This is an optimization exercise on Yosys and OpenROAD, whose aim is small area, a short achievable clock period and few clock cycles per item, not a production implementation.
In this exercise RTL edits were held to simulation tests only and were not proved equivalent to the original.
No activity file was given, so power comes from the tool's default toggle rates.

Design sdram_cache, start of the top module:
module sdram_cache (
    input  wire                               ui_clk,
    input  wire                               arst_n,
    input  wire                               calib_done,
    input  wire [28-1:0] sd_addr,
    input  wire                               sd_cs,
    input  wire                               sd_l,
    input  wire                               sd_u,
    input  wire                               sd_we,
    input  wire [15:0]      sd_wr,
    input  wire                               sd_big_r,
    output wire  [15:0]                       sd_rd,     
    output wire  [47:0]                       sd_rd48,   
    output wire                               sd_ready,
    output wire  [28-1:0]  app_addr,
    output wire  [2:0]   app_cmd,
    output wire                               app_en,
    output wire  [16*8-1:0] app_wdf_data,
    output wire                               app_wdf_wren,
    input  wire                               app_rdy,
    input  wire                               app_wdf_rdy,
    input  wire [16*8-1:0] app_rd_data,
    input  wire                               app_rd_data_valid
);
export LEC_CHECK = 0
export CAP_MARGIN = 10
export CORE_MARGIN = 2
export CORE_UTILIZATION = 50
export PLACE_DENSITY = 0.65
export SETUP_SLACK_MARGIN = 4.5
export SLEW_MARGIN = 10
create_clock -name core_clock -period 10.0 [get_ports {ui_clk}]
standard.sh (not shown) runs the stock make flow with config.mk's settings and CLKGATE_MAP_FILE= SYNTH_SCRIPT=/design/flow/synth_recipe.tcl, a recipe that flattens the netlist after the stock synthesis.
==> flow/flow/run.sh <==
#!/bin/bash
# The standard layout (the standard.sh, all ORFS steps unchanged), with two
# options passed to ORFS: every port still gets its own buffer, but a buf_2
# rather than the delay cell buffer_ports picks by default, and clock tree
# synthesis adds no dummy loads.
set -euo pipefail
export BUFFER_PORTS_ARGS="-buffer_cell sky130_fd_sc_hd__buf_2"
export CTS_ARGS="-sink_clustering_enable -repair_clock_nets -dont_use_dummy_load"
bash standard.sh > standard.log 2>&1
Testbench counts at the start, summed over its fixed seeds: cycles 31,195, requests 16,000.
Change:
Settings changed: CAP_MARGIN 10 to 20, CORE_UTILIZATION 50 to 40, PLACE_DENSITY 0.65 to 0.55, SETUP_SLACK_MARGIN 4.5 to 5, SLEW_MARGIN 10 to 20.
The new run completed without violations; sequential share of layout area is lower by 4.3 points; area after synthesis does not change; power is higher by roughly a tenth; design area is higher by roughly a tenth; via count is higher by a few percent; final cell count is higher by roughly a tenth; routed wire length is higher by roughly a tenth; count of clock-buffer cells in the layout is higher by 5; critical path depth is higher by 2.

* * *

P:
sdram_cache, a different RTL version from the one above (not shown whole).
Size in the first run: ~5600 cells after synthesis, about 1400 flip-flops, about 410 I/O pins.
Design sdram_cache, start of the top module:
module sdram_cache (
    input  wire                               ui_clk,
    input  wire                               arst_n,
    input  wire                               calib_done,
    input  wire [28-1:0] sd_addr,
    input  wire                               sd_cs,
    input  wire                               sd_l,
    input  wire                               sd_u,
    input  wire                               sd_we,
    input  wire [15:0]      sd_wr,
    input  wire                               sd_big_r,
    output wire  [15:0]                       sd_rd,     
    output wire  [47:0]                       sd_rd48,   
    output wire                               sd_ready,
    output wire  [28-1:0]  app_addr,
    output wire  [2:0]   app_cmd,
    output wire                               app_en,
    output wire  [16*8-1:0] app_wdf_data,
    output wire                               app_wdf_wren,
    input  wire                               app_rdy,
    input  wire                               app_wdf_rdy,
    input  wire [16*8-1:0] app_rd_data,
    input  wire                               app_rd_data_valid
);
  ...
==> flow/config.mk <==
export PLATFORM = sky130hd
export DESIGN_NAME = sdram_cache
export DESIGN_NICKNAME = sdram_cache
export VERILOG_FILES = /design/flow/design.v
export SDC_FILE = /design/flow/constraint.sdc
export NUM_CORES = 4
export LEC_CHECK = 0
export CAP_MARGIN = 20
export CORE_MARGIN = 2
export CORE_UTILIZATION = 55
export PLACE_DENSITY = 0.7
export SETUP_SLACK_MARGIN = 4
export SLEW_MARGIN = 20
==> flow/constraint.sdc <==
create_clock -name core_clock -period 10.0 [get_ports {ui_clk}]
set_input_delay 2.0000 -clock core_clock [delete_from_list [all_inputs] [get_ports {ui_clk}]]
set_output_delay 2.0000 -clock core_clock [all_outputs]
set_load 0.01 [all_outputs]
Scripts as last shown in full above: flow/flow/run.sh
Testbench counts of P, summed over its fixed seeds: cycles 31,795, requests 16,000.
For Q, these inputs were changed with respect to P:
--- a/flow/config.mk
+++ b/flow/config.mk
@@ -10,2 +10,2 @@
-export CORE_UTILIZATION = 55
-export PLACE_DENSITY = 0.7
+export CORE_UTILIZATION = 40
+export PLACE_DENSITY = 0.55
@@ -13,0 +14 @@
+export TNS_END_PERCENT = 30
Notes after the runs:
Q: done, clean on timing, DRC and antenna. Re register-to-register slack: P was higher than Q. Wire length of the first global-routing pass (Q / P): 1.06. From P to Q the numbers moved as follows: floorplan die area went up 48000 um2; area used by multi-input combinational logic went down about 0.8%.

* * *

sdram_cache again, from the RTL that the note above started with.
export LEC_CHECK = 0
export CAP_MARGIN = 20
export CORE_MARGIN = 2
export CORE_UTILIZATION = 40
export PLACE_DENSITY = 0.55
export SETUP_SLACK_MARGIN = 4.5
export SLEW_MARGIN = 20
create_clock -name core_clock -period 10.0 [get_ports {ui_clk}]
Scripts as last shown in full above: flow/flow/run.sh
The baseline completed without violations.
Testbench counts at the start, summed over its fixed seeds: cycles 31,795, requests 16,000.
Edit:
SETUP_SLACK_MARGIN = 4   (was 4.5)
The changed run completed without violations.
Synthesized area does not change.
Wire length drops slightly.
Critical path depth drops by 5.
First-iteration DRC count decreases by a few percent.
Sequential power went down slightly.
Final cell count falls slightly.

==> separate check: timing with driven ports <==
In the flow no input, the clock included, has a driving cell. The finished layouts below were timed again as built, in two steps.
Step 1 (the two cells are an assumption about what drives the block):
set clk [get_ports {ui_clk}]
set_driving_cell -lib_cell sky130_fd_sc_hd__clkbuf_16 $clk
set_driving_cell -lib_cell sky130_fd_sc_hd__buf_2 [delete_from_list [all_inputs] $clk]
Step 2 moves the port delays by t, midway between the first and last clock arrival at a register: inputs arrive t later, outputs are due t later. That takes back most of the time a late clock gives input paths.
Slacks: ideal / step 1 / step 2; pairs: ideal / step 1.
run	t, ns	slack for setup (ns)	worst setup path at the end	clock arrival spread, ns
the first run of note 1	0.837	4.372 / 4.296 / 3.701	input to register	0.079 / 0.078
the second run of note 1	0.889	4.395 / 4.304 / 3.676	input to register	0.078 / 0.078
P	0.857	3.856 / 3.775 / 3.193	input to register	0.094 / 0.094
Q	0.882	3.831 / 3.735 / 3.183	input to register	0.094 / 0.094
the first run of note 3	0.863	4.332 / 4.318 / 3.520	input to register	0.071 / 0.071
the second run of note 3	0.871	3.879 / 3.790 / 3.227	input to register	0.097 / 0.097
After both steps every run listed still meets setup and hold. The setup slack of the first run of note 3, which loses most, moves by -0.014 ns with the drivers and by -0.812 ns with both steps.
